This design comes from an exercise in tuning for small area, a short achievable clock period and few clock cycles per item on the open sky130 flow, not from production work. The RTL was checked by simulation tests, not by an equivalence proof against the original design. Power is estimated from default activity; no workload was simulated.

===== flow/config.mk =====
export PLATFORM = sky130hd
export DESIGN_NAME = data_mem_sized
export DESIGN_NICKNAME = data_mem_sized
export VERILOG_FILES = /design/flow/design.v
export SDC_FILE = /design/flow/constraint.sdc
export NUM_CORES = 4
export LEC_CHECK = 0
export CAP_MARGIN = 20
export CORE_MARGIN = 2
export CORE_UTILIZATION = 40
export SLEW_MARGIN = 20

===== flow/constraint.sdc =====
create_clock -name core_clock -period 5.5 [get_ports {im_clk}]
set_input_delay 1.1000 -clock core_clock [delete_from_list [all_inputs] [get_ports {im_clk}]]
set_output_delay 1.1000 -clock core_clock [all_outputs]
set_load 0.01 [all_outputs]

===== flow/design.v =====
package data_mem_sized_pkg;
   localparam int WORD = 64;
   localparam logic [1:0] SZ_B = 2'b00;
   localparam logic [1:0] SZ_H = 2'b01;
   localparam logic [1:0] SZ_W = 2'b10;
   localparam logic [1:0] SZ_D = 2'b11;
endpackage
module dmem_store_lanes
(
   input  logic [1:0]      size,
   input  logic [2:0]      offset,
   input  logic [data_mem_sized_pkg::WORD-1:0] wdata,
   output logic            misaligned,
   output logic [7:0]      lane_en,
   output logic [data_mem_sized_pkg::WORD-1:0] lane_data
);
   always_comb begin
      case (size)
         data_mem_sized_pkg::SZ_B: misaligned = 1'b0;
         data_mem_sized_pkg::SZ_H: misaligned = offset[0];
         data_mem_sized_pkg::SZ_W: misaligned = |offset[1:0];
         default:                  misaligned = |offset;
      endcase
   end
   always_comb begin
      for (int k = 0; k < 8; k++) begin
         case (size)
            data_mem_sized_pkg::SZ_B: begin
               lane_data[8*k +: 8] = wdata[7:0];
               lane_en[k]          = (3'(k) == offset);
            end
            data_mem_sized_pkg::SZ_H: begin
               lane_data[8*k +: 8] = wdata[8*(k%2) +: 8];
               lane_en[k]          = (2'(k/2) == offset[2:1]);
            end
            data_mem_sized_pkg::SZ_W: begin
               lane_data[8*k +: 8] = wdata[8*(k%4) +: 8];
               lane_en[k]          = (1'(k/4) == offset[2]);
            end
            default: begin
               lane_data[8*k +: 8] = wdata[8*k +: 8];
               lane_en[k]          = 1'b1;
            end
         endcase
      end
   end
endmodule
module dmem_load_align
(
   input  logic [1:0]      size,
   input  logic            sign_ext,
   input  logic [2:0]      offset,
   input  logic [data_mem_sized_pkg::WORD-1:0] mem_word,
   output logic [data_mem_sized_pkg::WORD-1:0] load_data
);
   logic [7:0] b0, b1;
   logic [15:0] b23;
   logic       ext;
   always_comb begin
      b0  = mem_word[8*offset +: 8];
      b1  = mem_word[8*{offset[2:1], 1'b1} +: 8];
      b23 = mem_word[16*{offset[2], 1'b1} +: 16];
      case (size)
         data_mem_sized_pkg::SZ_B: ext = sign_ext & b0[7];
         data_mem_sized_pkg::SZ_H: ext = sign_ext & b1[7];
         data_mem_sized_pkg::SZ_W: ext = sign_ext & b23[15];
         default:                  ext = 1'b0;
      endcase
      load_data[7:0]   = b0;
      load_data[15:8]  = (size == data_mem_sized_pkg::SZ_B) ? {8{ext}} : b1;
      load_data[31:16] = (size[1] == 1'b0) ? {16{ext}} : b23;
      load_data[63:32] = (size == data_mem_sized_pkg::SZ_D) ? mem_word[63:32] : {32{ext}};
   end
endmodule
module data_mem_sized
#(
   parameter int WIDTH   = 64,
   parameter int DEPTH   = 32,
   parameter int LATENCY = 0
) (
   input  logic             im_clk,
   input  logic             im_rst_n,
   input  logic             req_valid,
   output logic             req_ready,
   input  logic             req_write,
   input  logic [1:0]       req_size,
   input  logic             req_signed,
   input  logic [WIDTH-1:0] req_addr,
   input  logic [WIDTH-1:0] req_wdata,
   output logic             resp_valid,
   output logic [WIDTH-1:0] resp_rdata,
   output logic             resp_fault
);
   localparam int AW = $clog2(DEPTH);
   logic             v1_q;
   logic             wr1_q;
   logic [1:0]       sz1_q;
   logic             sg1_q;
   logic [AW+2:0]    a1_q;
   logic             oor1_q;
   logic [WIDTH-1:0] wd1_q;
   logic             v2_q;
   logic             flt2_q;
   logic             ld2_q;
   logic [1:0]       sz2_q;
   logic             sg2_q;
   logic [2:0]       off2_q;
   logic [WIDTH-1:0] raw2_q;
   logic             v3_q;
   logic             flt3_q;
   logic [WIDTH-1:0] rd3_q;
   logic [WIDTH-1:0] mem_q [DEPTH];
   logic             mis1;
   logic             flt1;
   logic [7:0]       lane_en1;
   logic [WIDTH-1:0] lane_data1;
   logic [WIDTH-1:0] load_data2;
   assign req_ready  = 1'b1;
   assign resp_valid = v3_q;
   assign resp_rdata = rd3_q;
   assign resp_fault = flt3_q;
   always_ff @(posedge im_clk or negedge im_rst_n) begin
      if (!im_rst_n) begin
         v1_q <= 1'b0;
      end else begin
         v1_q <= req_valid;
      end
   end
   always_ff @(posedge im_clk) begin
      wr1_q  <= req_write;
      sz1_q  <= req_size;
      sg1_q  <= req_signed;
      a1_q   <= req_addr[AW+2:0];
      oor1_q <= |req_addr[WIDTH-1:AW+3];
      wd1_q  <= req_wdata;
   end
   dmem_store_lanes u_store (
      .size       (sz1_q),
      .offset     (a1_q[2:0]),
      .wdata      (wd1_q),
      .misaligned (mis1),
      .lane_en    (lane_en1),
      .lane_data  (lane_data1)
   );
   assign flt1 = oor1_q | mis1;
   always_ff @(posedge im_clk) begin
      for (int w = 0; w < DEPTH; w++) begin
         for (int k = 0; k < 8; k++) begin
            if (v1_q && wr1_q && !flt1 && a1_q[AW+2:3] == AW'(w) && lane_en1[k]) begin
               mem_q[w][8*k +: 8] <= lane_data1[8*k +: 8];
            end
         end
      end
   end
   always_ff @(posedge im_clk or negedge im_rst_n) begin
      if (!im_rst_n) begin
         v2_q <= 1'b0;
      end else begin
         v2_q <= v1_q;
      end
   end
   always_ff @(posedge im_clk) begin
      flt2_q <= flt1;
      ld2_q  <= !wr1_q && !flt1;
      sz2_q  <= sz1_q;
      sg2_q  <= sg1_q;
      off2_q <= a1_q[2:0];
      raw2_q <= mem_q[a1_q[AW+2:3]];
   end
   dmem_load_align u_load (
      .size      (sz2_q),
      .sign_ext  (sg2_q),
      .offset    (off2_q),
      .mem_word  (raw2_q),
      .load_data (load_data2)
   );
   always_ff @(posedge im_clk or negedge im_rst_n) begin
      if (!im_rst_n) begin
         v3_q <= 1'b0;
      end else begin
         v3_q <= v2_q;
      end
   end
   always_ff @(posedge im_clk) begin
      flt3_q <= flt2_q;
      rd3_q  <= ld2_q ? load_data2 : '0;
   end
endmodule

===== flow/run.sh =====
#!/bin/bash
# synth_recipe.tcl (not shown) runs the flow's synth.tcl, then flattens the netlist and writes it again
# the make line also repeats each setting of config.mk as NAME=value (left out here)
make -C /OpenROAD-flow-scripts/flow DESIGN_CONFIG=/design/flow/config.mk WORK_HOME=/design/flow/orfs CLKGATE_MAP_FILE= SYNTH_SCRIPT=/design/flow/synth_recipe.tcl finish

==> key figures, run 1 <==
Outcome
  – Status: finished clean

Hold path
  – Worst hold path type: reg -> reg

Timing
  – Fin Setup TNS: 0 ps
  – Slew HR: 0.166
  – Max Clock Freq: 0.247 GHz
  – Fin crit period: 4050 ps
  – Final Setup Violations: 0
  – Final hold violations: 0
  – Worst slew pin tran: 1250 ps
  – Clock Skews: between 70 and 80 ps
  – RSZ-0062 raised after global routing: false
  – Period utilisation layout: 0.737
  – Hold slack: 348 ps
  – Pins Over Slew Limit: 0

Setup path
  – WP data arrival: roughly 4600 ps
  – Worst EP required: between 6000 and 7000 ps
  – CP Capture Type: register
  – Top cell by count, worst path: nor2_1
  – Worst path max stage delay: 750 ps
  – Crit start category: register
  – Critical path cell sequence: inv_1 > ha_1 > a21oi_1 > o21bai_1 > a21o_1 > nor2_1 > o21ai_2 > buf_4 > nor2_1
  – Critical path peak fanout: 17
  – Slowest CP cell: nor2_1
  – Crit path kind: reg -> reg

Drt
  – Number of DRC markers in iteration 0: 8831
  – ANT nets after route: 0
  – Pre-Repair DR Iteration Count: 8
  – DRC errors left: 0
  – Vias per cell: between 6 and 7
  – Via Count: 51100
  – Routed wire per std cell: approximately 36 um
  – Final WL: 292000 um

Global routing
  – Total track usage: 0.274
  – Vias in the first global route: 48500
  – Largest net degree at the start of global routing: 54
  – First-pass GRT wire length: 398000 um
  – Overflow after GRT: 0
  – Initial antenna violation count: 28

CTS
  – Skew-Pair Late Insertion Delay: around 900 ps
  – CTS root buffer: clkbuf_16
  – Post-CTS sizing: 0
  – CTS buffer count: 220
  – Setup bufs post-CTS: 0
  – H-Tree Depth: 4
  – Sink Count: 2265
  – Clk buf depth: 3
  – Clock transition at the registers of the reported paths: 60 ps
  – Hold-fix buffers at CTS: 0
  – CTS tree: built

Place
  – Dpl cell area: 0.0881 mm^2
  – I/O Buffers: 200
  – Post-DP HPWL: 188000 um
  – GP Congestion: between 0.9 and 1

Floorplanning
  – Die area: 0.208 mm^2
  – Initial Util: 0.403
  – Die H: around 460 um
  – FP Rows: 165
  – # IOs: ~200
  – Overall die width: 456 um
  – Core area: around 0.2 mm^2

Logic synthesis
  – Seq/Total Area, Yosys: 0.806
  – Synth Flop Type: edfxtp_1
  – Post-synthesis register bit count: around 2300
  – Syn Area/Cell: 16.5 um^2
  – Cells after Synth: 4955
  – Post-synth EDFFs: 2048
  – Synth Net Count: 5099
  – Ys Warns: 4
  – Asr flop ratio synth: 0.00132
  – Synth unique cells: 54
  – Synth Cell Area: 0.0817 mm^2

Finish
  – Reg area: about 0.066 mm^2
  – Multi-input logic area: about 0.015 mm^2
  – Area delta synth->final: 17.0%
  – Filler Cell Count: 17000
  – Final nets: roughly 5500
  – Layout cell share with drive strength beyond 1: 0.127
  – Final Instance Area: 0.0956 mm^2
  – Final Util: 0.472

Pwr
  – Leakage: 0.0307 uW
  – Total power: 36400 uW
  – Pwr/cell area: 381 mW/mm^2
  – VDD IR max: 0.349 mV

Job
  – MaxCap Viol Count: 0
-- sequential cells by signal, summed over array words and instances, names as in the netlist --
register  cells
sg1_q         1
sg2_q         1
sz2_q         2
a1_q          8
sz1_q         2
wd1_q        64
mem_q      2048
oor1_q        1
rd3_q        64
flt3_q        1
wr1_q         1
ld2_q         1
flt2_q        1
off2_q        3
raw2_q       64
v1_q          1
v3_q          1
v2_q          1
-- power by group --
part | leakage (uW) | switching (uW) | internal (uW)
combinational | 0.00746 | 1130 | 416
sequential | 0.0195 | 340 | 19000
clock | 0.00367 | 6730 | 8780
-- cell usage in the layout (no fill, tap or decap), types with 22 or more instances in the layout --
cell type / instances
nand2_1: 429
clkbuf_1: 31
buf_4: 212
nand3_1: 22
nor2_4: 28
nor2_1: 342
nor3_1: 75
a22oi_1: 952
o21ai_0: 24
nor4_1: 60
mux2i_1: 22
clkbuf_16: 226
clkdlybuf4s50_1: 200
nand4_1: 89
clkinv_1: 33
edfxtp_1: 2048
mux2_2: 28
clkinv_2: 49
a21o_1: 33
bufinv_16: 22
dfxtp_1: 205
a21oi_1: 128
-- cell families (layout without fill, tap and decap cells) --
group | Yosys count | count (layout) | share of synthesized area
muxes | 66 | 66 | 0.0110
other | 1 | 14 | 0.0000459
and+or+nand+nor | 1107 | 1107 | 0.0594
DFF | 2265 | 2265 | 0.806
adders and majority gates | 9 | 9 | 0.00138
buffers and inverters | 300 | 858 | 0.0154
AOI/OAI and AO/OA | 1207 | 1207 | 0.106
-- path summary, 6_finish.rpt --
kind,start,endpoint,slack [ps],depth (start not counted)
setup / recovery,sz1_q[1]$_DFF_P_,mem_q[1][44]$_DFFE_PP_,1450,9
hold / removal,sg1_q$_DFF_P_,sg2_q$_DFF_P_,350,0
setup reg to reg,sz1_q[1]$_DFF_P_,mem_q[1][44]$_DFFE_PP_,1450,9
hold reg to reg,sg1_q$_DFF_P_,sg2_q$_DFF_P_,350,0
max in group asynchronous,im_rst_n,v3_q$_DFF_PN0_,4950,1
min in group asynchronous,im_rst_n,v2_q$_DFF_PN0_,410,1
-- metal layers --
metal | wire length, um | track usage | part of all wire
met1 | 106000 | 0.366 | 0.36
met2 | 130000 | 0.412 | 0.45
met3 | 39400 | 0.0768 | 0.13
met4 | 16000 | 0.136 | 0.055
met5 | 152 | 0 | 0.00052
-- Yosys cell counts (all sizes together), types with 7 or more instances --
cell type / count / area share
a211oi: 7 / 0.00064
a21o: 33 / 0.0030
a21oi: 128 / 0.0078
a221oi: 8 / 0.00086
a222oi: 10 / 0.0012
a22oi: 952 / 0.088
and3: 7 / 0.00054
buf: 102 / 0.0063
clkbuf: 183 / 0.0084
dfxtp: 214 / 0.052
edfxtp: 2048 / 0.75
ha: 9 / 0.0014
inv: 15 / 0.00069
mux2: 28 / 0.0039
mux2i: 22 / 0.0027
mux4: 16 / 0.0044
nand2: 431 / 0.020
nand2b: 7 / 0.00054
nand3: 23 / 0.0014
nand4: 89 / 0.0068
nor2: 374 / 0.018
nor2b: 18 / 0.0014
nor3: 75 / 0.0046
nor4: 61 / 0.0047
o21ai: 47 / 0.0029
-- layout make-up --
type,instances,share of cell area
diodes,13,0.000340
flip-flops and latches,2265,0.689
clock buffers,276,0.0624
repair buffers,429,0.0410
inverters,15,0.000589
clock inverters,138,0.0159
well taps,2672,0.0350
multi-input cells,2390,0.156
-- worst max-delay path, delay by kind of cell, from the launching register on --
| kind | cells | cell delay [ps] |
|---|---|---|
| AOI/OAI and AO/OA | 4 | 1020 |
| and+or+nand+nor | 2 | 1360 |
| buffers and inverters | 2 | 460 |
| adders and majority gates | 1 | 360 |
| DFF | 1 | 440 |
-- stage by stage --
| stage | cells | setup WS [ps] |
|---|---|---|
| global route | 8185 | 1300 |
| global placement | 7768 | 1570 |
| detailed placement | 7771 | 1590 |
| finish | 8198 | 1450 |
| floorplan | 4955 | 2220 |
| CTS | 8185 | 1580 |
Testbench counts, summed over its fixed seeds: cycles 16,024, items 16,000.
==> inputs of run 2 (changes only) <==
--- a/flow/design.v
+++ b/flow/design.v
@@ -93,11 +93,13 @@
 );
    localparam int AW = $clog2(DEPTH);
    logic             v1_q;
-   logic             wr1_q;
+   logic             flt1_q;
+   logic             ld1_q;
    logic [1:0]       sz1_q;
    logic             sg1_q;
-   logic [AW+2:0]    a1_q;
-   logic             oor1_q;
+   logic [2:0]       off1_q;
+   logic [DEPTH-1:0] sel1_q;
+   logic [7:0]       lane1_q;
    logic [WIDTH-1:0] wd1_q;
    logic             v2_q;
    logic             flt2_q;
@@ -110,46 +112,62 @@
    logic             flt3_q;
    logic [WIDTH-1:0] rd3_q;
    logic [WIDTH-1:0] mem_q [DEPTH];
-   logic             mis1;
-   logic             flt1;
-   logic [7:0]       lane_en1;
-   logic [WIDTH-1:0] lane_data1;
+   logic             mis0;
+   logic             flt0;
+   logic [DEPTH-1:0] dec0;
+   logic [7:0]       lane_en0;
+   logic [WIDTH-1:0] lane_data0;
+   logic [WIDTH-1:0] raw1;
    logic [WIDTH-1:0] load_data2;
    assign req_ready  = 1'b1;
    assign resp_valid = v3_q;
    assign resp_rdata = rd3_q;
    assign resp_fault = flt3_q;
+   dmem_store_lanes u_store (
+      .size       (req_size),
+      .offset     (req_addr[2:0]),
+      .wdata      (req_wdata),
+      .misaligned (mis0),
+      .lane_en    (lane_en0),
+      .lane_data  (lane_data0)
+   );
+   assign flt0 = (|req_addr[WIDTH-1:AW+3]) | mis0;
+   always_comb begin
+      for (int w = 0; w < DEPTH; w++) begin
+         dec0[w] = (req_addr[AW+2:3] == AW'(w));
+      end
+   end
    always_ff @(posedge im_clk or negedge im_rst_n) begin
       if (!im_rst_n) begin
-         v1_q <= 1'b0;
+         v1_q    <= 1'b0;
+         lane1_q <= '0;
       end else begin
-         v1_q <= req_valid;
-      end
-   end
-   always_ff @(posedge im_clk) begin
-      wr1_q  <= req_write;
-      sz1_q  <= req_size;
-      sg1_q  <= req_signed;
-      a1_q   <= req_addr[AW+2:0];
-      oor1_q <= |req_addr[WIDTH-1:AW+3];
-      wd1_q  <= req_wdata;
-   end
-   dmem_store_lanes u_store (
-      .size       (sz1_q),
-      .offset     (a1_q[2:0]),
-      .wdata      (wd1_q),
-      .misaligned (mis1),
-      .lane_en    (lane_en1),
-      .lane_data  (lane_data1)
-   );
-   assign flt1 = oor1_q | mis1;
+         v1_q    <= req_valid;
+         lane1_q <= (req_valid && req_write && !flt0) ? lane_en0 : 8'd0;
+      end
+   end
+   always_ff @(posedge im_clk) begin
+      flt1_q  <= flt0;
+      ld1_q   <= !req_write && !flt0;
+      sz1_q   <= req_size;
+      sg1_q   <= req_signed;
+      off1_q  <= req_addr[2:0];
+      sel1_q  <= dec0;
+      wd1_q   <= lane_data0;
+   end
    always_ff @(posedge im_clk) begin
       for (int w = 0; w < DEPTH; w++) begin
          for (int k = 0; k < 8; k++) begin
-            if (v1_q && wr1_q && !flt1 && a1_q[AW+2:3] == AW'(w) && lane_en1[k]) begin
-               mem_q[w][8*k +: 8] <= lane_data1[8*k +: 8];
+            if (sel1_q[w] && lane1_q[k]) begin
+               mem_q[w][8*k +: 8] <= wd1_q[8*k +: 8];
             end
          end
+      end
+   end
+   always_comb begin
+      raw1 = '0;
+      for (int w = 0; w < DEPTH; w++) begin
+         raw1 = raw1 | ({WIDTH{sel1_q[w]}} & mem_q[w]);
       end
    end
    always_ff @(posedge im_clk or negedge im_rst_n) begin
@@ -160,12 +178,12 @@
       end
    end
    always_ff @(posedge im_clk) begin
-      flt2_q <= flt1;
-      ld2_q  <= !wr1_q && !flt1;
+      flt2_q <= flt1_q;
+      ld2_q  <= ld1_q;
       sz2_q  <= sz1_q;
       sg2_q  <= sg1_q;
-      off2_q <= a1_q[2:0];
-      raw2_q <= mem_q[a1_q[AW+2:3]];
+      off2_q <= off1_q;
+      raw2_q <= raw1;
    end
    dmem_load_align u_load (
       .size      (sz2_q),
--- a/flow/config.mk
+++ b/flow/config.mk
@@ -7,5 +7,6 @@
 export LEC_CHECK = 0
 export CAP_MARGIN = 20
 export CORE_MARGIN = 2
-export CORE_UTILIZATION = 40
+export CORE_UTILIZATION = 65
+export SETUP_SLACK_MARGIN = 2.9
 export SLEW_MARGIN = 20
==> key figures, run 2 <==
Outcome
  – Status: finished clean

Drt
  – Number of DRC markers in iteration 0: 8366
  – Final WL: 256000 um
  – Pre-Repair DR Iteration Count: 8
  – ANT nets after route: 0
  – Vias per cell: 7.26
  – Routed wire per std cell: 38.3 um
  – DRC errors left: 0
  – Via Count: 48400

Finish
  – Max reg flops: 2048
  – Final Util: 0.741
  – Commonest non-fill, non-tap cells in the layout: edfxtp_1, a22oi_1, nand4_1
  – Area delta synth->final: 13.3%
  – Layout cell share with drive strength beyond 1: 0.106
  – Filler Cell Count: ~7500
  – Final nets: 4966
  – Most flops, register: mem_q
  – Final non-filler cell total: ~6700
  – Commonest non-fill, non-tap cell in the layout: edfxtp_1

Logic synthesis
  – Cells after Synth: 4656
  – Ys Warns: 4
  – Synth Cell Area: 0.0822 mm^2
  – Post-synth top area share: 0.749
  – Synth unique cells: 47
  – Synth Net Count: 4800
  – Post-synth top cells: edfxtp_1, a22oi_1, nand4_1
  – Synth top area cells: edfxtp_1, a22oi_1, dfxtp_1, nand4_1, and2_1
  – Post-synthesis register bit count: 2300
  – Seq/Total Area, Yosys: 0.811
  – Synth Flop Type: edfxtp_1
  – Syn Area/Cell: 17.6 um^2
  – Synth area leader: edfxtp_1
  – Top-count cell post-synth: edfxtp_1
  – Post-synth EDFFs: 2048
  – Asr flop ratio synth: 0.00478

Place
  – GP Congestion: 0.920
  – Pre-CTS WS: between 1500 and 2000 ps
  – Post-DP HPWL: 156000 um
  – I/O Buffers: 200
  – Placed cells: 6248

Timing
  – Slew HR: 0.204
  – Pins Over Slew Limit: 0
  – Fin Setup TNS: 0 ps
  – Period utilisation layout: 0.476
  – RSZ-0062 raised after global routing: true
  – Final hold violations: 0
  – Hold slack: 329 ps
  – Final WS setup: 2880 ps
  – Clock Skews: 32.3 ps
  – Max Clock Freq: about 0.38 GHz
  – Worst slew pin tran: 1190 ps
  – Fin crit period: 2620 ps
  – Final Setup Violations: 0

Setup path
  – CP Capture Type: register
  – Crit path kind: reg -> reg
  – R2r startpoint: sel1_q[14]$_DFF_P_
  – Crit start category: register
  – WP data arrival: 3090 ps
  – CP startpoint: sel1_q[14]$_DFF_P_
  – Worst EP required: 5970 ps
  – Worst path max stage delay: 970 ps
  – Critical path peak fanout: 45
  – Flop-to-flop setup slack: ~2900 ps
  – Critical path cell sequence: buf_4 > and2_1
  – Slowest CP cell: dfxtp_4

Floorplanning
  – FP Rows: 130
  – Die area: 0.129 mm^2
  – Die H: approximately 360 um
  – Core area: about 0.13 mm^2
  – # IOs: between 200 and 250
  – Initial Util: 0.654
  – Overall die width: 360 um

Pwr
  – Pwr/cell area: 390 mW/mm^2
  – VDD IR max: 0.378 mV
  – Leakage: 0.0291 uW

Global routing
  – Vias in the first global route: 46000
  – First-pass GRT wire length: 354000 um
  – Total track usage: 0.395
  – Initial antenna violation count: 32
  – Overflow after GRT: 0
  – Largest net degree at the start of global routing: 64

CTS
  – Clk buf depth: 3
  – CTS tree: built
  – Skew-Pair Late Insertion Delay: 860 ps
  – Hold-fix buffers at CTS: 0
  – Sink Count: 2300
  – CTS buffer count: 216
  – CTS root buffer: clkbuf_16
  – H-Tree Depth: 4
  – Clock transition at the registers of the reported paths: 60 ps

Hold path
  – Worst hold path type: reg -> reg
  – Hold path start: flt2_q$_DFF_P_

Job
  – MaxCap Viol Count: 0
## run 2: cell types whose count changed after synthesis, moves of 31 or more
cell / delta
nor2_1: -321
a22oi_1: +96
clkbuf_1: +76
a21o_1: -31
or4_1: +63
nor3_1: -70
nand2_1: -323
nand4_1: +173
and2_1: +254
a21oi_1: -124
nor4_1: -47
## run 2: path summary, 6_finish.rpt
check,endpoint,cells past startpoint
worst max-delay path,mem_q[14][40]$_DFFE_PP_,2
worst min-delay path,flt3_q$_DFF_P_,0
worst max register to register,mem_q[14][40]$_DFFE_PP_,2
worst min register to register,flt3_q$_DFF_P_,0
max in group asynchronous,lane1_q[4]$_DFF_PN0_,1
min in group asynchronous,v3_q$_DFF_PN0_,1
## run 2: metrics by stage
stage	instance area, um^2	total power (uW)
CTS	93000	36200
floorplan	82200	20400
finish	93100	36300
global placement	85600	21200
detailed placement	85600	21300
global route	93100	37000
## run 2: worst max-delay path: cells and delay by family, from the launching register on
family	cells	cell delay, ps
DFF	1	970
buffers and inverters	1	570
and+or+nand+nor	1	600
## run 2: what timing repair did
| item | 4_1_cts | 5_1_grt |
|---|---|---|
| pin swaps | 1 | 1 |
| endpoints found under the setup margin | 172 | 31 |
| setup buffers | 2 | 1 |
| cloned | 1 | 0 |
| resized for setup | 85 | 7 |
## run 2: power breakdown
group | internal, uW | total, uW | switching [uW] | leakage [uW]
Sequential | 19300 | 19900 | 631 | 0.0199
Combinational | 370 | 1010 | 643 | 0.00563
Clock | 8920 | 15300 | 6420 | 0.00360
## run 2: layout make-up
cell class | instances | area (um^2) | share of cell area
inverter | 16 | 60.1 | 0.000645
multi-input combinational | 2012 | 14200 | 0.152
sequential | 2300 | 66800 | 0.717
clock buffer | 309 | 6250 | 0.0671
antenna | 5 | 12.5 | 0.000134
timing repair buffer | 276 | 2690 | 0.0289
tap | 1650 | 2060 | 0.0222
clock inverter | 102 | 1090 | 0.0117
## run 2: layer usage
metal	global-route usage	vias up	wire [um]
met2	0.596	3675	117000
li1	-	19400	-
met4	0.153	40	10600
met3	0.118	578	36300
met5	0	-	264
met1	0.551	24700	92000
## run 2: kinds of logic after synthesis
kind of cell	count (synthesis)	synth area share
buf+inv	345	0.0174
other cells	1	0.0000456
mux	78	0.0121
simple gates	783	0.0561
flops	2300	0.811
compound gates	1140	0.102
fa+ha+maj	9	0.00137
Testbench counts of run 2, summed over its fixed seeds: cycles 16,024, items 16,000.
==> inputs of run 3 (changes only) <==
--- a/flow/config.mk
+++ b/flow/config.mk
@@ -7,6 +7,6 @@
 export LEC_CHECK = 0
 export CAP_MARGIN = 20
 export CORE_MARGIN = 2
-export CORE_UTILIZATION = 65
+export CORE_UTILIZATION = 40
 export SETUP_SLACK_MARGIN = 2.9
 export SLEW_MARGIN = 20
==> key figures, run 3 <==
Timing
  – Fin Setup TNS: 0 ps
  – Final WS setup: 2850 ps
  – Clock Skews: ~65 ps
  – Fin crit period: 2650 ps
  – Final hold violations: 0
  – Worst slew pin tran: 1180 ps
  – Max Clock Freq: 0.377 GHz
  – Hold slack: 299 ps
  – Period utilisation layout: 0.482
  – Final Setup Violations: 0
  – Pins Over Slew Limit: 0
  – Slew HR: 0.210
  – RSZ-0062 raised after global routing: true

Setup path
  – Worst EP required: 4400 ps
  – Crit path kind: reg -> out
  – R2r startpoint: sel1_q[21]$_DFF_P_
  – CP Capture Type: primary output
  – Setup crit end: resp_valid
  – Critical path peak fanout: 1
  – Flop-to-flop setup slack: about 2900 ps
  – CP startpoint: v3_q$_DFF_PN0_
  – Cell count along the critical path: 1
  – Critical R2R Capture: raw2_q[51]$_DFF_P_
  – Critical path's top delay family: buffers and inverters
  – Crit start category: register
  – Worst path max stage delay: 350 ps
  – Critical path cell sequence: buf_2
  – Critical path buffers and inverters: 1
  – WP data arrival: 1550 ps
  – R2r worst-path depth: 4
  – Slowest CP cell: buf_2

Pwr
  – Pwr/cell area: 380 mW/mm^2
  – Sw power: 7940 uW
  – Leakage: 0.0291 uW
  – VDD IR max: 0.304 mV
  – Sequential Power Share: 0.550
  – Clock Power Share: 0.415
  – Total internal power: 27900 uW
  – Gate power share: 0.035
  – Switching part of the total: 0.221

Drt
  – Number of DRC markers in iteration 0: 7278
  – Final WL: between 200000 and 300000 um
  – Pre-Repair DR Iteration Count: 5
  – Routed wire per std cell: 34.3 um
  – ANT nets after route: 0
  – Vias per cell: 6.20
  – DRC errors left: 0
  – Via Count: 48100

Logic synthesis
  – Asr flop ratio synth: 0.00478
  – Synth Flop Type: edfxtp_1
  – Synth unique cells: 47
  – Post-synthesis register bit count: 2300
  – Top-count cell post-synth: edfxtp_1
  – Post-synth top area share: 0.749
  – Synth Net Count: 4800
  – Synth Cell Area: 0.0822 mm^2
  – Synth area leader: edfxtp_1
  – Post-synth EDFFs: 2048
  – Synth top area cells: edfxtp_1, a22oi_1, dfxtp_1, nand4_1, and2_1
  – Cells after Synth: 4656
  – Post-synth top cells: edfxtp_1, a22oi_1, nand4_1
  – Seq/Total Area, Yosys: 0.811
  – Syn Area/Cell: 17.6 um^2
  – Ys Warns: 4

Finish
  – Commonest non-fill, non-tap cells in the layout: edfxtp_1, a22oi_1, nand4_1
  – Max reg flops: about 2000
  – Area delta synth->final: 14.9%
  – Most flops, register: mem_q
  – Final nets: 4997
  – Final Instance Area: 0.0944 mm^2
  – Commonest non-fill, non-tap cell in the layout: edfxtp_1
  – Layout cell share with drive strength beyond 1: 0.107

CTS
  – Clk buf depth: 3
  – Skew-Pair Late Insertion Delay: 880 ps
  – Sink Count: 2300
  – CTS root buffer: clkbuf_16
  – Clock transition at the registers of the reported paths: 60 ps
  – H-Tree Depth: 4
  – CTS buffer count: 221
  – CTS tree: built

Global routing
  – Total track usage: 0.246
  – Largest net degree at the start of global routing: 56
  – Initial antenna violation count: 21
  – Overflow after GRT: 0
  – First-pass GRT wire length: 364000 um
  – Met2 Usage GRT: 0.390
  – Vias in the first global route: 46100
  – GRT busiest layer: met2
  – Met3 Use GR: 0.0548
  – Met1 usage: 0.339

Floorplanning
  – Die area: 0.209 mm^2
  – Overall die width: 457 um
  – # IOs: 202
  – Die H: 457 um
  – FP Rows: 166
  – Initial Util: 0.402
  – Core area: 0.204 mm^2

Place
  – GP Congestion: 0.874
  – Post-DP HPWL: 160000 um
  – I/O Buffers: 200
  – Pre-CTS WS: 1750 ps
  – Dpl cell area: about 0.087 mm^2

Hold path
  – Worst hold path type: reg -> reg
  – Hold path cells: 0

Outcome
  – Status: finished clean

Job
  – MaxCap Viol Count: 0
[run 3: through the flow]
step | util | std cells | total power [uW]
floorplan | - | 4656 | 20400
global placement | 0.426 | 7308 | 21300
detailed placement | 0.426 | 7309 | 21300
CTS | 0.461 | 7731 | 35900
global route | 0.462 | 7738 | 36700
finish | 0.462 | 7745 | 35900
[run 3: layer usage]
metal,share of wire,vias up
met5,0.00035,-
met4,0.035,12
met3,0.11,488
met2,0.47,3088
met1,0.39,25000
li1,-,19500
[run 3: layout make-up]
class	instances	area, um^2
fillers	17200	110000
flip-flops and latches	2300	66800
multi-input cells	2013	14200
clock buffers	281	5920
well taps	2688	3360
repair buffers	301	2920
clock inverters	138	1210
inverters	16	60.1
diodes	8	20.0
[run 3: how the worst min path moves through the flow]
stage | startpoint | endpoint | slack [ps]
floorplan | flt1_q$_DFF_P_ | flt2_q$_DFF_P_ | 310
global placement | sz1_q[0]$_DFF_P_ | sz2_q[0]$_DFF_P_ | 320
detailed placement | sz1_q[0]$_DFF_P_ | sz2_q[0]$_DFF_P_ | 310
CTS | flt2_q$_DFF_P_ | flt3_q$_DFF_P_ | 300
global route | flt2_q$_DFF_P_ | flt3_q$_DFF_P_ | 330
finish | flt2_q$_DFF_P_ | flt3_q$_DFF_P_ | 300
[run 3: cells by family (layout without fill, tap and decap cells)]
group           count (synthesis)  after routing  synth area share
flops                        2300           2300             0.811
compound gates               1140           1141             0.102
simple gates                  783            784            0.0561
buf+inv                       345            736            0.0174
mux                            78             78            0.0121
fa+ha+maj                       9              9           0.00137
other cells                     1              9         0.0000456
[run 3: what timing repair did]
action / 4_1_cts / 5_1_grt
pin swaps: 1 / 1
hold endpoints to repair: 0 / 0
setup buffers: 2 / 4
resized for setup: 96 / 12
gates cloned: 1 / 1
hold buffers: 0 / 0
endpoints found under the setup margin: 199 / 76
[run 3: power by group through the flow]
| stage | sequential (uW) | clock [uW] | combinational [uW] |
|---|---|---|---|
| 6_report | 19700 | 14900 | 1250 |
| 3_3_place_gp | 20100 | 0 | 1180 |
| 5_1_grt | 19700 | 15600 | 1300 |
| 2_1_floorplan | 19900 | 0 | 468 |
| 4_1_cts | 19700 | 14900 | 1210 |
| 3_5_place_dp | 20100 | 0 | 1200 |
==> inputs of run 4 (changes only) <==
--- a/flow/config.mk
+++ b/flow/config.mk
@@ -8,5 +8,7 @@
 export CAP_MARGIN = 20
 export CORE_MARGIN = 2
 export CORE_UTILIZATION = 40
+export CTS_CLUSTER_DIAMETER = 100
+export CTS_CLUSTER_SIZE = 30
 export SETUP_SLACK_MARGIN = 2.9
 export SLEW_MARGIN = 20
==> key figures, run 4 <==
Drt
  – Vias per cell: ~6.3
  – Number of DRC markers in iteration 0: 7865
  – Pre-Repair DR Iteration Count: 6
  – Final WL: 263000 um
  – Via Count: 47100
  – Routed wire per std cell: roughly 35 um
  – DRC errors left: 0
  – ANT nets after route: 0

Finish
  – Final nets: roughly 4900
  – Final non-filler cell total: 7474
  – Most flops, register: mem_q
  – Layout cell share with drive strength beyond 1: 0.0663
  – Area delta synth->final: 9.40%
  – Commonest non-fill, non-tap cell in the layout: edfxtp_1
  – Commonest non-fill, non-tap cells in the layout: edfxtp_1, a22oi_1, nand4_1
  – Max reg flops: 2048

CTS
  – H-Tree Depth: 3
  – Clk buf depth: 3
  – CTS root buffer: clkbuf_16
  – CTS tree: built
  – Sink Count: 2300
  – CTS buffer count: 87
  – Skew-Pair Late Insertion Delay: 760 ps
  – Clock transition at the registers of the reported paths: 110 ps

Global routing
  – Initial antenna violation count: 31
  – Overflow after GRT: 0
  – First-pass GRT wire length: 358000 um
  – Largest net degree at the start of global routing: 56
  – Total track usage: 0.243
  – Vias in the first global route: ~45000

Place
  – Pre-CTS WS: between 1500 and 2000 ps
  – Placed cells: 7309
  – I/O Buffers: 200
  – Post-DP HPWL: 160000 um
  – GP Congestion: 0.874

Logic synthesis
  – Synth Cell Area: 0.0822 mm^2
  – Top-count cell post-synth: edfxtp_1
  – Post-synth EDFFs: 2048
  – Syn Area/Cell: 17.6 um^2
  – Synth Net Count: 4800
  – Compound-Gate Fraction of Synth Area: 0.102
  – Seq/Total Area, Yosys: 0.811
  – Post-Synth Simple-Gate Area: 0.0561
  – Synth top area cells: edfxtp_1, a22oi_1, dfxtp_1, nand4_1, and2_1
  – Combinational family with the most area after synthesis: compound AO/OA/AOI/OAI gates
  – Post-synth top cells: edfxtp_1, a22oi_1, nand4_1
  – Synth Area in Adders: 0.00137
  – Mux cell area share after synthesis: 0.0121
  – Synth area leader: edfxtp_1
  – Xor/xnor share of the synthesized area: 0
  – Synth Flop Type: edfxtp_1
  – Post-synth top area share: 0.749
  – Asr flop ratio synth: 0.00478
  – Ys Warns: 4
  – Synth unique cells: 47
  – Post-synthesis register bit count: 2300
  – Cells after Synth: roughly 4700

Pwr
  – Total internal power: 22900 uW
  – Leakage: 0.0269 uW
  – Sw power: 6440 uW
  – Pwr/cell area: roughly 330 mW/mm^2
  – Clock Power Share: 0.285
  – Switching part of the total: 0.220
  – Sequential Power Share: 0.672
  – VDD IR max: 0.247 mV
  – Gate power share: 0.043

Floorplanning
  – Core area: 0.204 mm^2
  – Overall die width: 457 um
  – FP Rows: 166
  – Die H: roughly 460 um
  – # IOs: 202
  – Die area: between 0.2 and 0.25 mm^2
  – Initial Util: 0.402

Timing
  – Clock Skews: 62.4 ps
  – Final WS setup: 2830 ps
  – Final Setup Violations: 0
  – Pins Over Slew Limit: 0
  – Worst slew pin tran: about 1100 ps
  – Slew HR: 0.249
  – Max Clock Freq: 0.374 GHz
  – Fin crit period: 2670 ps
  – Final hold violations: 0
  – Fin Setup TNS: 0 ps
  – Period utilisation layout: 0.486
  – RSZ-0062 raised after global routing: false

Outcome
  – Status: finished clean

Setup path
  – Crit path kind: reg -> reg
  – WP data arrival: 3270 ps
  – Crit start category: register
  – Critical path cell sequence: buf_4 > a22oi_1 > nand4_1 > or4_1
  – Flop-to-flop setup slack: roughly 2800 ps
  – Worst EP required: 6100 ps
  – Slowest CP cell: or4_1
  – Critical path peak fanout: 41
  – R2r worst-path depth: 4
  – CP Capture Type: register
  – R2r startpoint: sel1_q[10]$_DFF_P_
  – Worst path max stage delay: 670 ps
  – Critical R2R Capture: raw2_q[62]$_DFF_P_

Hold path
  – Hold path cells: 0
  – Min-Delay Endpoint: off2_q[2]$_DFF_P_
  – Worst hold path type: reg -> reg
  – Hold path start: off1_q[2]$_DFF_P_

Job
  – MaxCap Viol Count: 0
==> run 4: final cells by class <==
type,count,area (um^2)
Inverter,16,60.1
Tap cell,2688,3360
Clock inverter,4,71.3
Sequential cell,2300,66800
Timing Repair Buffer,302,2930
Multi-Input combinational cell,2013,14200
Antenna cell,6,15.0
Clock buffer,145,2510
Fill cell,17600,115000
==> run 4: worst max path at each step <==
stage / from / endpoint / slack [ps] / cells past startpoint
after floorplan: req_size[0] / flt1_q$_DFF_P_ / 3020 / 7
final: sel1_q[10]$_DFF_P_ / raw2_q[62]$_DFF_P_ / 2830 / 4
after global placement: req_size[1] / flt1_q$_DFF_P_ / 1800 / 7
after global routing: sel1_q[7]$_DFF_P_ / mem_q[7][45]$_DFFE_PP_ / 2910 / 2
after CTS: v3_q$_DFF_PN0_ / resp_valid / 2760 / 1
after detailed placement: req_size[1] / lane1_q[4]$_DFF_PN0_ / 1750 / 7
==> run 4: what timing repair did <==
action	4_1_cts	5_1_grt
hold buffers	0	0
gates cloned	1	1
setup buffers	3	4
endpoints found under the setup margin	229	62
pin swaps	1	1
gates resized for setup	80	6
==> run 4: metal layers <==
layer | track usage | share of wire | vias up | wire [um]
met5 | 0 | 0.00075 | - | 197
met4 | 0.0775 | 0.038 | 24 | 9870
met3 | 0.0470 | 0.11 | 432 | 28900
met2 | 0.383 | 0.46 | 2932 | 122000
met1 | 0.340 | 0.39 | 24700 | 102000
li1 | - | - | 19000 | -
==> run 4: critical path, delay by kind of cell, from the launching register on <==
family / cells / cell delay [ps]
buffers and inverters: 1 / 460
DFF: 1 / 570
and+or+nand+nor: 2 / 990
AOI/OAI and AO/OA: 1 / 420
==> run 4: cells by family after synthesis <==
logic type               count (synthesis)
AO/OA/AOI/OAI                         1140
buffers and inverters                  345
adder cells (fa/ha/maj)                  9
multiplexers                            78
AND/OR/NAND/NOR                        783
other                                    1
flip-flops                            2300
==> run 4: per-stage QoR <==
| stage | total power [uW] | instance area (um^2) | utilization | hold slack (ps) |
|---|---|---|---|---|
| after global routing | 29900 | 89900 | 0.440 | 340 |
| after global placement | 21300 | 87100 | 0.426 | 316 |
| after CTS | 29300 | 89700 | 0.439 | 336 |
| final | 29300 | 89900 | 0.440 | 335 |
| after detailed placement | 21300 | 87100 | 0.426 | 314 |
| after floorplan | 20400 | 82200 | - | 310 |
==> run 4: power by group through the flow <==
stage          logic [uW]  registers [uW]  clock network, uW
3_3_place_gp         1180           20100                  0
4_1_cts              1210           19700               8360
2_1_floorplan         468           19900                  0
3_5_place_dp         1200           20100                  0
5_1_grt              1300           19700               8920
6_report             1260           19700               8350
==> inputs of run 5 (changes only) <==
--- a/flow/config.mk
+++ b/flow/config.mk
@@ -8,7 +8,7 @@
 export CAP_MARGIN = 20
 export CORE_MARGIN = 2
 export CORE_UTILIZATION = 40
-export CTS_CLUSTER_DIAMETER = 100
+export CTS_CLUSTER_DIAMETER = 60
 export CTS_CLUSTER_SIZE = 30
-export SETUP_SLACK_MARGIN = 2.9
+export SETUP_SLACK_MARGIN = 3.2
 export SLEW_MARGIN = 20
==> key figures, run 5 <==
Outcome
  – Status: finished clean

Logic synthesis
  – Post-synthesis register bit count: 2300
  – Synth unique cells: 47
  – Synth Net Count: 4800
  – Synth Cell Area: 0.0822 mm^2
  – Post-synth EDFFs: ~2000
  – Syn Area/Cell: between 15 and 20 um^2
  – Post-synth top cells: edfxtp_1, a22oi_1, nand4_1
  – Asr flop ratio synth: 0.00478
  – Synth area leader: edfxtp_1
  – Synth Flop Type: edfxtp_1
  – Seq/Total Area, Yosys: 0.811
  – Cells after Synth: between 4000 and 5000
  – Post-synth top area share: 0.749
  – Top-count cell post-synth: edfxtp_1
  – Ys Warns: 4
  – Synth top area cells: edfxtp_1, a22oi_1, dfxtp_1, nand4_1, and2_1

CTS
  – Clk buf depth: 3
  – Sink Count: 2300
  – H-Tree Depth: 4
  – Hold-fix buffers at CTS: 0
  – Skew-Pair Late Insertion Delay: 840 ps
  – CTS buffer count: 133
  – CTS root buffer: clkbuf_16
  – CTS tree: built
  – Clock transition at the registers of the reported paths: 80 ps

Floorplanning
  – Die area: 0.209 mm^2
  – Initial Util: 0.402
  – Core area: 0.204 mm^2
  – FP Rows: about 170
  – Overall die width: 457 um
  – Die H: 457 um
  – # IOs: 202

Global routing
  – Total track usage: 0.259
  – First-pass GRT wire length: 378000 um
  – Initial antenna violation count: 27
  – Largest net degree at the start of global routing: 50
  – Vias in the first global route: 45700
  – Overflow after GRT: 0

Setup path
  – CP Capture Type: primary output
  – Critical path peak fanout: 1
  – Crit path kind: reg -> out
  – Worst path max stage delay: 380 ps
  – Critical path's top delay family: flip-flops
  – Critical path cell sequence: buf_6
  – Slowest CP cell: dfrtp_1
  – WP data arrival: roughly 1300 ps
  – Critical path buffers and inverters: 1
  – Worst EP required: 4400 ps
  – Crit start category: register

Drt
  – Routed wire per std cell: approximately 36 um
  – Pre-Repair DR Iteration Count: 6
  – Vias per cell: 6.35
  – DRC errors left: 0
  – ANT nets after route: 0
  – Via Count: 48300
  – Final WL: 278000 um
  – Number of DRC markers in iteration 0: 7589

Timing
  – Period utilisation layout: 0.440
  – Final hold violations: 0
  – Pins Over Slew Limit: 0
  – Max Clock Freq: between 0.4 and 0.5 GHz
  – Slew HR: 0.239
  – Fin crit period: between 2000 and 2500 ps
  – Worst slew pin tran: 1140 ps
  – Final Setup Violations: 0
  – RSZ-0062 raised after global routing: true
  – Fin Setup TNS: 0 ps
  – Clock Skews: 43.5 ps

Finish
  – Commonest non-fill, non-tap cells in the layout: edfxtp_1, a22oi_1, nand4_1
  – Final non-filler cell total: 7607
  – Final nets: 4941
  – Layout cell share with drive strength beyond 1: 0.128
  – Filler Cell Count: 17400
  – Area delta synth->final: 12.9%
  – Max reg flops: 2048
  – Commonest non-fill, non-tap cell in the layout: edfxtp_1
  – Most flops, register: mem_q

Pwr
  – Leakage: 0.0282 uW
  – VDD IR max: 0.276 mV
  – Pwr/cell area: 353 mW/mm^2
  – Total power: ~33000 uW

Hold path
  – Worst hold path type: reg -> reg

Job
  – MaxCap Viol Count: 0

Place
  – GP Congestion: 0.887
  – Placed cells: 7315
  – Post-DP HPWL: 163000 um
  – I/O Buffers: 200
-- run 5: changes by cell type in the layout (fill, tap and decap cells not counted), moves of 24 or more --
cell / previous run / this run
and2_2: 1 / 25
dfxtp_1: 187 / 153
buf_2: 1 / 33
dfxtp_2: 21 / 54
clkbuf_16: 92 / 139
buf_6: 3 / 52
dlygate4sd2_1: 65 / 1
clkbuf_1: 52 / 6
and2_1: 256 / 232
-- run 5: through the flow --
stage / util / instance area [um^2] / setup slack, ps / hold slack (ps)
floorplan: - / 82200 / 3110 / 310
global placement: 0.426 / 87100 / 1610 / 313
detailed placement: 0.426 / 87100 / 1540 / 312
CTS: 0.453 / 92500 / 3030 / 298
global route: 0.454 / 92800 / 3040 / 310
finish: 0.454 / 92800 / 3080 / 302
-- run 5: where the power goes --
group	total [uW]	switching, uW	internal, uW
clock	11700	6370	5340
sequential	19700	405	19300
combinational	1370	939	427
total	32800	7720	25000
-- run 5: final timing paths --
| check | start | endpoint | slack, ps | cells past startpoint |
|---|---|---|---|---|
| min | flt1_q$_DFF_P_ | flt2_q$_DFF_P_ | 300 | 0 |
| max | v3_q$_DFF_PN0_ | resp_valid | 3080 | 1 |
| min in group asynchronous | im_rst_n | lane1_q[0]$_DFF_PN0_ | 590 | 1 |
| max in group asynchronous | im_rst_n | lane1_q[3]$_DFF_PN0_ | 4540 | 1 |
| min reg2reg | flt1_q$_DFF_P_ | flt2_q$_DFF_P_ | 300 | 0 |
| max reg2reg | sel1_q[25]$_DFF_P_ | mem_q[25][49]$_DFFE_PP_ | 3140 | 2 |
-- run 5: kinds of logic (layout without fill, tap and decap cells) --
kind of cell	after synthesis	in the layout	share of synthesized area
multiplexers	78	78	0.0121
buffers and inverters	345	595	0.0174
AO/OA/AOI/OAI	1140	1141	0.102
flip-flops	2300	2300	0.811
other	1	12	0.0000456
adder cells (fa/ha/maj)	9	9	0.00137
AND/OR/NAND/NOR	783	784	0.0561
-- run 5: worst register-to-register path, stage by stage (launching register included) --
cell	delay, ps
dfxtp_4	630
buf_4	640
and2_1	710
-- run 5: timing repair --
item	CTS	global route
pin swaps	4	1
buffers inserted	30	3
setup endpoints to repair	879	125
resized for setup	366	55
gates cloned	2	0
-- run 5: cell type report --
cell class	count	area, um^2	share of cell area
Sequential cell	2300	66800	0.720
Multi-Input combinational cell	2013	14300	0.154
Clock buffer	146	3510	0.0379
Timing Repair Buffer	333	3410	0.0367
Tap cell	2688	3360	0.0363
Clock inverter	100	1310	0.0141
Inverter	16	60.1	0.000647
Antenna cell	11	27.5	0.000297
-- run 5: metal layers --
layer,GRT usage,share of wire,vias up
met2,0.404,0.46,3307
met5,0,0.00030,-
li1,-,-,19300
met3,0.0534,0.11,537
met1,0.353,0.38,25100
met4,0.110,0.049,6
==> inputs of run 6 (changes only) <==
--- a/flow/config.mk
+++ b/flow/config.mk
@@ -7,8 +7,8 @@
 export LEC_CHECK = 0
 export CAP_MARGIN = 20
 export CORE_MARGIN = 2
-export CORE_UTILIZATION = 40
+export CORE_UTILIZATION = 60
 export CTS_CLUSTER_DIAMETER = 60
 export CTS_CLUSTER_SIZE = 30
-export SETUP_SLACK_MARGIN = 3.2
+export SETUP_SLACK_MARGIN = 2.9
 export SLEW_MARGIN = 20
==> key figures, run 6 <==
Pwr
  – Total internal power: 25500 uW
  – Clock Power Share: 0.366
  – Switching part of the total: 0.230
  – Total power: ~33000 uW
  – Sw power: 7600 uW
  – Leakage: 0.0282 uW
  – Sequential Power Share: 0.600
  – Pwr/cell area: around 360 mW/mm^2
  – Gate power share: 0.034
  – VDD IR max: 0.343 mV

Logic synthesis
  – Seq/Total Area, Yosys: 0.811
  – Synth unique cells: 47
  – Synth Cell Area: 0.0822 mm^2
  – Post-synthesis register bit count: 2300
  – Synth Flop Type: edfxtp_1
  – Synth top area cells: edfxtp_1, a22oi_1, dfxtp_1, nand4_1, and2_1
  – Cells after Synth: roughly 4700
  – Post-synth EDFFs: 2048
  – Ys Warns: 4
  – Synth Net Count: 4800
  – Asr flop ratio synth: 0.00478
  – Post-synth top cells: edfxtp_1, a22oi_1, nand4_1
  – Top-count cell post-synth: edfxtp_1
  – Post-synth top area share: 0.749
  – Syn Area/Cell: around 18 um^2
  – Synth area leader: edfxtp_1

Drt
  – ANT nets after route: 0
  – DRC errors left: 0
  – Routed wire per std cell: 39.1 um
  – Pre-Repair DR Iteration Count: 6
  – Final WL: 261000 um
  – Via Count: between 40000 and 50000
  – Vias per cell: 7.17
  – Number of DRC markers in iteration 0: 7948

Place
  – I/O Buffers: 200
  – GP Congestion: about 0.88
  – Placed cells: 6398
  – Post-DP HPWL: approximately 160000 um

Finish
  – Most flops, register: mem_q
  – Commonest non-fill, non-tap cells in the layout: edfxtp_1, a22oi_1, nand4_1
  – Final non-filler cell total: about 6700
  – Final nets: 4911
  – Layout cell share with drive strength beyond 1: 0.0973
  – Area delta synth->final: 11.0%
  – Filler Cell Count: 9259
  – Commonest non-fill, non-tap cell in the layout: edfxtp_1
  – Max reg flops: 2048

CTS
  – H-Tree Depth: 4
  – Clk buf depth: 3
  – Hold-fix buffers at CTS: 0
  – Clock transition at the registers of the reported paths: 80 ps
  – CTS tree: built
  – CTS root buffer: clkbuf_16
  – Skew-Pair Late Insertion Delay: 810 ps
  – CTS buffer count: about 140
  – Sink Count: 2300

Global routing
  – Overflow after GRT: 0
  – Initial antenna violation count: 44
  – Met2 Usage GRT: 0.546
  – Met3 Use GR: 0.0883
  – Vias in the first global route: 44400
  – First-pass GRT wire length: between 300000 and 400000 um
  – Largest net degree at the start of global routing: 58
  – Met1 usage: 0.548
  – Total track usage: 0.371
  – GRT busiest layer: met1

Floorplanning
  – Core area: 0.136 mm^2
  – Initial Util: 0.606
  – FP Rows: 135
  – Die H: 374 um
  – # IOs: 202
  – Die area: 0.140 mm^2
  – Overall die width: ~370 um

Hold path
  – Min-Delay Endpoint: ld2_q$_DFF_P_
  – Hold path start: ld1_q$_DFF_P_
  – Hold path cells: 0
  – Worst hold path type: reg -> reg

Timing
  – Final Setup Violations: 0
  – Max Clock Freq: 0.383 GHz
  – Slew HR: 0.209
  – RSZ-0062 raised after global routing: false
  – Final hold violations: 0
  – Pins Over Slew Limit: 0
  – Fin Setup TNS: 0 ps
  – Worst slew pin tran: 1190 ps
  – Fin crit period: 2610 ps
  – Period utilisation layout: 0.475
  – Clock Skews: 31.8 ps

Outcome
  – Status: finished clean

Setup path
  – Worst EP required: 5930 ps
  – CP Capture Type: register
  – Flop-to-flop setup slack: 2890 ps
  – Crit path kind: reg -> reg
  – WP data arrival: between 3000 and 4000 ps
  – Critical R2R Capture: mem_q[15][46]$_DFFE_PP_
  – Crit start category: register
  – Critical path peak fanout: 33
  – R2r worst-path depth: 2
  – R2r startpoint: sel1_q[15]$_DFF_P_

Job
  – MaxCap Viol Count: 0
run 6: cell counts after synthesis:
No cell type changed its count.
run 6: worst max path at each step:
stage / start / end / cells past startpoint
4_1_cts: rd3_q[63]$_SDFF_PN0_ / resp_rdata[63] / 1
5_1_grt: rd3_q[31]$_SDFF_PN0_ / resp_rdata[31] / 1
2_1_floorplan: req_size[0] / flt1_q$_DFF_P_ / 7
6_report: sel1_q[15]$_DFF_P_ / mem_q[15][46]$_DFFE_PP_ / 2
3_3_place_gp: req_size[1] / flt1_q$_DFF_P_ / 7
3_5_place_dp: req_size[1] / lane1_q[6]$_DFF_PN0_ / 7
run 6: layout make-up:
| type | instances | area, um^2 | share of cell area |
|---|---|---|---|
| repair buffers | 294 | 2770 | 0.0304 |
| well taps | 1781 | 2230 | 0.0244 |
| flip-flops and latches | 2300 | 66800 | 0.732 |
| multi-input cells | 2012 | 14200 | 0.155 |
| clock inverters | 102 | 1170 | 0.0129 |
| diodes | 12 | 30.0 | 0.000329 |
| clock buffers | 166 | 3980 | 0.0437 |
| inverters | 16 | 60.1 | 0.000659 |
run 6: per-layer routing:
layer | part of all wire | up-vias
li1 | - | 19300
met1 | 0.39 | 24800
met2 | 0.45 | 3296
met3 | 0.13 | 523
met4 | 0.040 | 40
met5 | 0.00092 | -
run 6: power groups by stage:
stage / Combinational (uW) / Clock (uW) / Sequential [uW]
after floorplan: 468 / 0 / 19900
after global placement: 1070 / 0 / 20200
after detailed placement: 1090 / 0 / 20200
after CTS: 1100 / 12100 / 19800
after global routing: 1170 / 12700 / 19800
final: 1130 / 12100 / 19800
run 6: timing repair:
| item | 4_1_cts | 5_1_grt |
|---|---|---|
| cloned | 0 | 1 |
| pin swaps | 0 | 2 |
| setup buffers | 2 | 1 |
| setup endpoints to repair | 196 | 54 |
| gates resized for setup | 78 | 6 |
run 6: critical path: stages, from the launching register on:
cell and delay, ps:
dfxtp_4 890, buf_4 610, and2_1 670
run 6: cells by family after synthesis:
family / count (synthesis) / synth area share
other cells: 1 / 0.0000456
flops: 2300 / 0.811
simple gates: 783 / 0.0561
compound gates: 1140 / 0.102
buf+inv: 345 / 0.0174
fa+ha+maj: 9 / 0.00137
mux: 78 / 0.0121
run 6: through the flow:
step	setup slack [ps]	cell area (um^2)	util	hold slack [ps]
6_report	2890	91200	0.672	339
4_1_cts	2830	91100	0.671	342
3_3_place_gp	1860	85900	0.633	318
2_1_floorplan	3020	82200	-	310
5_1_grt	2900	91200	0.672	338
3_5_place_dp	1810	85900	0.633	316
==> inputs of run 7 (changes only) <==
--- a/flow/design.v
+++ b/flow/design.v
@@ -98,8 +98,8 @@
    logic [1:0]       sz1_q;
    logic             sg1_q;
    logic [2:0]       off1_q;
-   logic [DEPTH-1:0] sel1_q;
-   logic [7:0]       lane1_q;
+   logic [DEPTH-1:0] sel1_n_q;     
+   logic [7:0]       lane1_n_q;    
    logic [WIDTH-1:0] wd1_q;
    logic             v2_q;
    logic             flt2_q;
@@ -139,11 +139,11 @@
    end
    always_ff @(posedge im_clk or negedge im_rst_n) begin
       if (!im_rst_n) begin
-         v1_q    <= 1'b0;
-         lane1_q <= '0;
+         v1_q      <= 1'b0;
+         lane1_n_q <= '1;
       end else begin
-         v1_q    <= req_valid;
-         lane1_q <= (req_valid && req_write && !flt0) ? lane_en0 : 8'd0;
+         v1_q      <= req_valid;
+         lane1_n_q <= (req_valid && req_write && !flt0) ? ~lane_en0 : 8'hFF;
       end
    end
    always_ff @(posedge im_clk) begin
@@ -152,22 +152,22 @@
       sz1_q   <= req_size;
       sg1_q   <= req_signed;
       off1_q  <= req_addr[2:0];
-      sel1_q  <= dec0;
+      sel1_n_q <= ~dec0;
       wd1_q   <= lane_data0;
    end
    always_ff @(posedge im_clk) begin
       for (int w = 0; w < DEPTH; w++) begin
          for (int k = 0; k < 8; k++) begin
-            if (sel1_q[w] && lane1_q[k]) begin
+            if (!sel1_n_q[w] && !lane1_n_q[k]) begin
                mem_q[w][8*k +: 8] <= wd1_q[8*k +: 8];
             end
          end
       end
    end
    always_comb begin
-      raw1 = '0;
+      raw1 = '1;
       for (int w = 0; w < DEPTH; w++) begin
-         raw1 = raw1 | ({WIDTH{sel1_q[w]}} & mem_q[w]);
+         raw1 = raw1 & ({WIDTH{sel1_n_q[w]}} | mem_q[w]);
       end
    end
    always_ff @(posedge im_clk or negedge im_rst_n) begin
--- a/flow/config.mk
+++ b/flow/config.mk
@@ -7,8 +7,8 @@
 export LEC_CHECK = 0
 export CAP_MARGIN = 20
 export CORE_MARGIN = 2
-export CORE_UTILIZATION = 60
+export CORE_UTILIZATION = 40
 export CTS_CLUSTER_DIAMETER = 60
 export CTS_CLUSTER_SIZE = 30
-export SETUP_SLACK_MARGIN = 2.9
+export SETUP_SLACK_MARGIN = 3.2
 export SLEW_MARGIN = 20
==> key figures, run 7 <==
CTS
  – CTS buffer count: 137
  – Sink Count: 2300
  – CTS root buffer: clkbuf_16
  – Hold-fix buffers at CTS: 0
  – CTS tree: built
  – Clock transition at the registers of the reported paths: roughly 90 ps
  – H-Tree Depth: 4
  – Clk buf depth: 3
  – Skew-Pair Late Insertion Delay: 810 ps

Logic synthesis
  – Synth top area cells: edfxtp_1, o22ai_1, dfxtp_1, nor2_1, clkbuf_1
  – Ys Warns: 4
  – Post-synth EDFFs: between 2000 and 2500
  – Cells after Synth: between 5000 and 6000
  – Post-synthesis register bit count: 2300
  – Synth unique cells: 46
  – Post-synth top area share: 0.759
  – Seq/Total Area, Yosys: 0.822
  – Top-count cell post-synth: edfxtp_1
  – Synth area leader: edfxtp_1
  – Synth Cell Area: 0.0810 mm^2
  – Syn Area/Cell: 16.2 um^2
  – Synth Net Count: a little over 5000
  – Synth Flop Type: edfxtp_1
  – Post-synth top cells: edfxtp_1, o22ai_1, nor2_1
  – Asr flop ratio synth: 0.00478

Setup path
  – Setup crit end: raw2_q[35]$_DFF_P_
  – Critical path peak fanout: 32
  – Crit path kind: reg -> reg
  – CP Capture Type: register
  – Worst EP required: 6160 ps
  – Critical R2R Capture: raw2_q[35]$_DFF_P_
  – R2r worst-path depth: 5
  – Flop-to-flop setup slack: 3080 ps
  – Crit start category: register
  – WP data arrival: 3070 ps
  – CP startpoint: sel1_n_q[2]$_DFF_P_
  – R2r startpoint: sel1_n_q[2]$_DFF_P_

Finish
  – Commonest non-fill, non-tap cells in the layout: edfxtp_1, o22ai_1, nor2_1
  – Commonest non-fill, non-tap cell in the layout: edfxtp_1
  – Reg area: 0.0668 mm^2
  – Final non-filler cell total: 7987
  – Layout cell share with drive strength beyond 1: 0.129
  – Multi-input logic area: 0.0133 mm^2
  – Max reg flops: 2048
  – Final nets: 5337
  – Area delta synth->final: 13.7%
  – Most flops, register: mem_q
  – Filler Cell Count: 17200
  – Final Util: 0.457

Drt
  – DRC errors left: 0
  – Number of DRC markers in iteration 0: ~8600
  – Vias per cell: 6.27
  – ANT nets after route: 0
  – Via Count: 50100
  – Routed wire per std cell: 35.4 um
  – Pre-Repair DR Iteration Count: 8
  – Final WL: 282000 um

Timing
  – Final Setup Violations: 0
  – Fin crit period: ~2400 ps
  – Final hold violations: 0
  – Max Clock Freq: 0.414 GHz
  – Clock Skews: approximately 40 ps
  – RSZ-0062 raised after global routing: true
  – Hold slack: 334 ps
  – Fin Setup TNS: 0 ps
  – Period utilisation layout: 0.439
  – Pins Over Slew Limit: 0
  – Slew HR: 0.177
  – Worst slew pin tran: 1230 ps

Outcome
  – Status: finished clean

Place
  – Post-DP HPWL: 169000 um
  – GP Congestion: 0.912
  – I/O Buffers: 200
  – Placed cells: 7677

Floorplanning
  – FP Rows: 165
  – Die area: 0.206 mm^2
  – Die H: ~450 um
  – Core area: 0.202 mm^2
  – Initial Util: 0.402
  – # IOs: 202
  – Overall die width: 454 um

Global routing
  – Initial antenna violation count: 31
  – Overflow after GRT: 0
  – Total track usage: 0.267
  – Largest net degree at the start of global routing: 53
  – First-pass GRT wire length: 381000 um
  – Vias in the first global route: 46300

Pwr
  – Leakage: 0.0279 uW
  – Total power: 32700 uW
  – VDD IR max: 0.231 mV
  – Pwr/cell area: 355 mW/mm^2

Hold path
  – Worst hold path type: reg -> reg

Job
  – MaxCap Viol Count: 0
run 7: cell count changes in the layout (fill, tap and decap cells not counted), moves of 34 or more:
cell and change:
nor2_1 +729, dfxtp_1 -47, o22ai_1 +1025, nand2_1 +34
buf_6 +56, a22oi_1 -1023, or4_1 -63, dlygate4sd2_1 -64
nand4_1 -138, and2_1 -254, dfxtp_2 +46
run 7: cell type report:
cell class	instances	share of cell area
Inverter	14	0.000570
Multi-Input combinational cell	2376	0.144
Tap cell	2672	0.0363
Antenna cell	8	0.000217
Clock buffer	153	0.0395
Sequential cell	2300	0.726
Timing Repair Buffer	364	0.0408
Clock inverter	100	0.0129
run 7: critical path: stages, from the launching register on:
cell	delay, ps
dfxtp_4	620
buf_6	410
o22ai_1	170
nor2_1	330
nand4_1	270
nor2_2	400
run 7: routing by layer:
| layer | track usage | vias to the layer above | share of wire |
|---|---|---|---|
| met4 | 0.137 | 8 | 0.060 |
| met5 | 0 | - | 0.00019 |
| li1 | - | 20100 | - |
| met3 | 0.0493 | 545 | 0.12 |
| met2 | 0.410 | 3732 | 0.45 |
| met1 | 0.364 | 25700 | 0.37 |
run 7: logic make-up (layout without fill, tap and decap cells):
| kind of cell | count (synthesis) | count (layout) | synth area share |
|---|---|---|---|
| AO/OA/AOI/OAI | 1140 | 1143 | 0.0879 |
| adder cells (fa/ha/maj) | 9 | 9 | 0.00139 |
| buffers and inverters | 340 | 631 | 0.0171 |
| flip-flops | 2300 | 2300 | 0.822 |
| multiplexers | 78 | 78 | 0.0124 |
| other | 1 | 9 | 0.0000463 |
| AND/OR/NAND/NOR | 1144 | 1145 | 0.0593 |
run 7: timing repair:
item                       in CTS  in global routing
gates resized for setup       372                 48
setup buffers                  33                  8
setup endpoints to repair     482                155
cloned                          4                  0
pin swaps                       3                  1
run 7: through the flow:
step	setup slack (ps)	cell area, um^2
3_3_place_gp	1810	86100
5_1_grt	3050	92100
2_1_floorplan	3190	81100
6_report	3080	92100
4_1_cts	3060	91700
3_5_place_dp	1810	86200
run 7: worst min path at each step:
stage,startpoint,end,slack [ps],cells after the start
final,flt2_q$_DFF_P_,flt3_q$_DFF_P_,330,0
after floorplan,flt1_q$_DFF_P_,flt2_q$_DFF_P_,310,0
after global placement,sz1_q[0]$_DFF_P_,sz2_q[0]$_DFF_P_,310,0
after detailed placement,sz1_q[0]$_DFF_P_,sz2_q[0]$_DFF_P_,310,0
after CTS,flt2_q$_DFF_P_,flt3_q$_DFF_P_,330,0
after global routing,ld1_q$_DFF_P_,ld2_q$_DFF_P_,340,0
run 7: power breakdown:
group / switching (uW) / internal, uW / leakage (uW)
Sequential: 470 / 19300 / 0.0199
Combinational: 848 / 361 / 0.00572
Clock: 6320 / 5400 / 0.00233
Total: 7640 / 25000 / 0.0279
Testbench counts of run 7, summed over its fixed seeds: cycles 16,024, items 16,000.

-- static timing again, ports no longer ideal --
Ports are ideal in the flow. The routed layouts listed here were re-timed in OpenROAD.
Step 1: set_driving_cell puts a clkbuf_16 on im_clk and a buf_2 on each other input, an assumption about the parent block.
Step 2 times the ports against the registers' clock, not the clock port: input delays grow and output delays shrink by t, the midpoint of the rising clock arrivals with the driver on.
a / b / c = ideal ports / drivers / drivers and shift; a / b = the first two.
run | t (ns) | setup slack, ns | worst setup path after step 2
run 1 | 0.952 | 1.446 / 1.446 / 1.446 | register to register
run 2 | 0.929 | 2.882 / 2.849 / 2.139 | input to register
run 3 | 0.933 | 2.850 / 2.759 / 2.296 | input to register
run 4 | 0.815 | 2.826 / 2.826 / 2.295 | input to register
run 5 | 0.905 | 3.078 / 2.989 / 2.417 | input to register
run 6 | 0.877 | 2.886 / 2.876 / 2.111 | input to register
run 7 | 0.893 | 3.083 / 3.000 / 2.464 | input to register
After both steps every run listed still meets setup and hold. For run 6, which loses most, drivers alone change the setup slack by -0.010 ns; drivers and shift together by -0.775 ns.
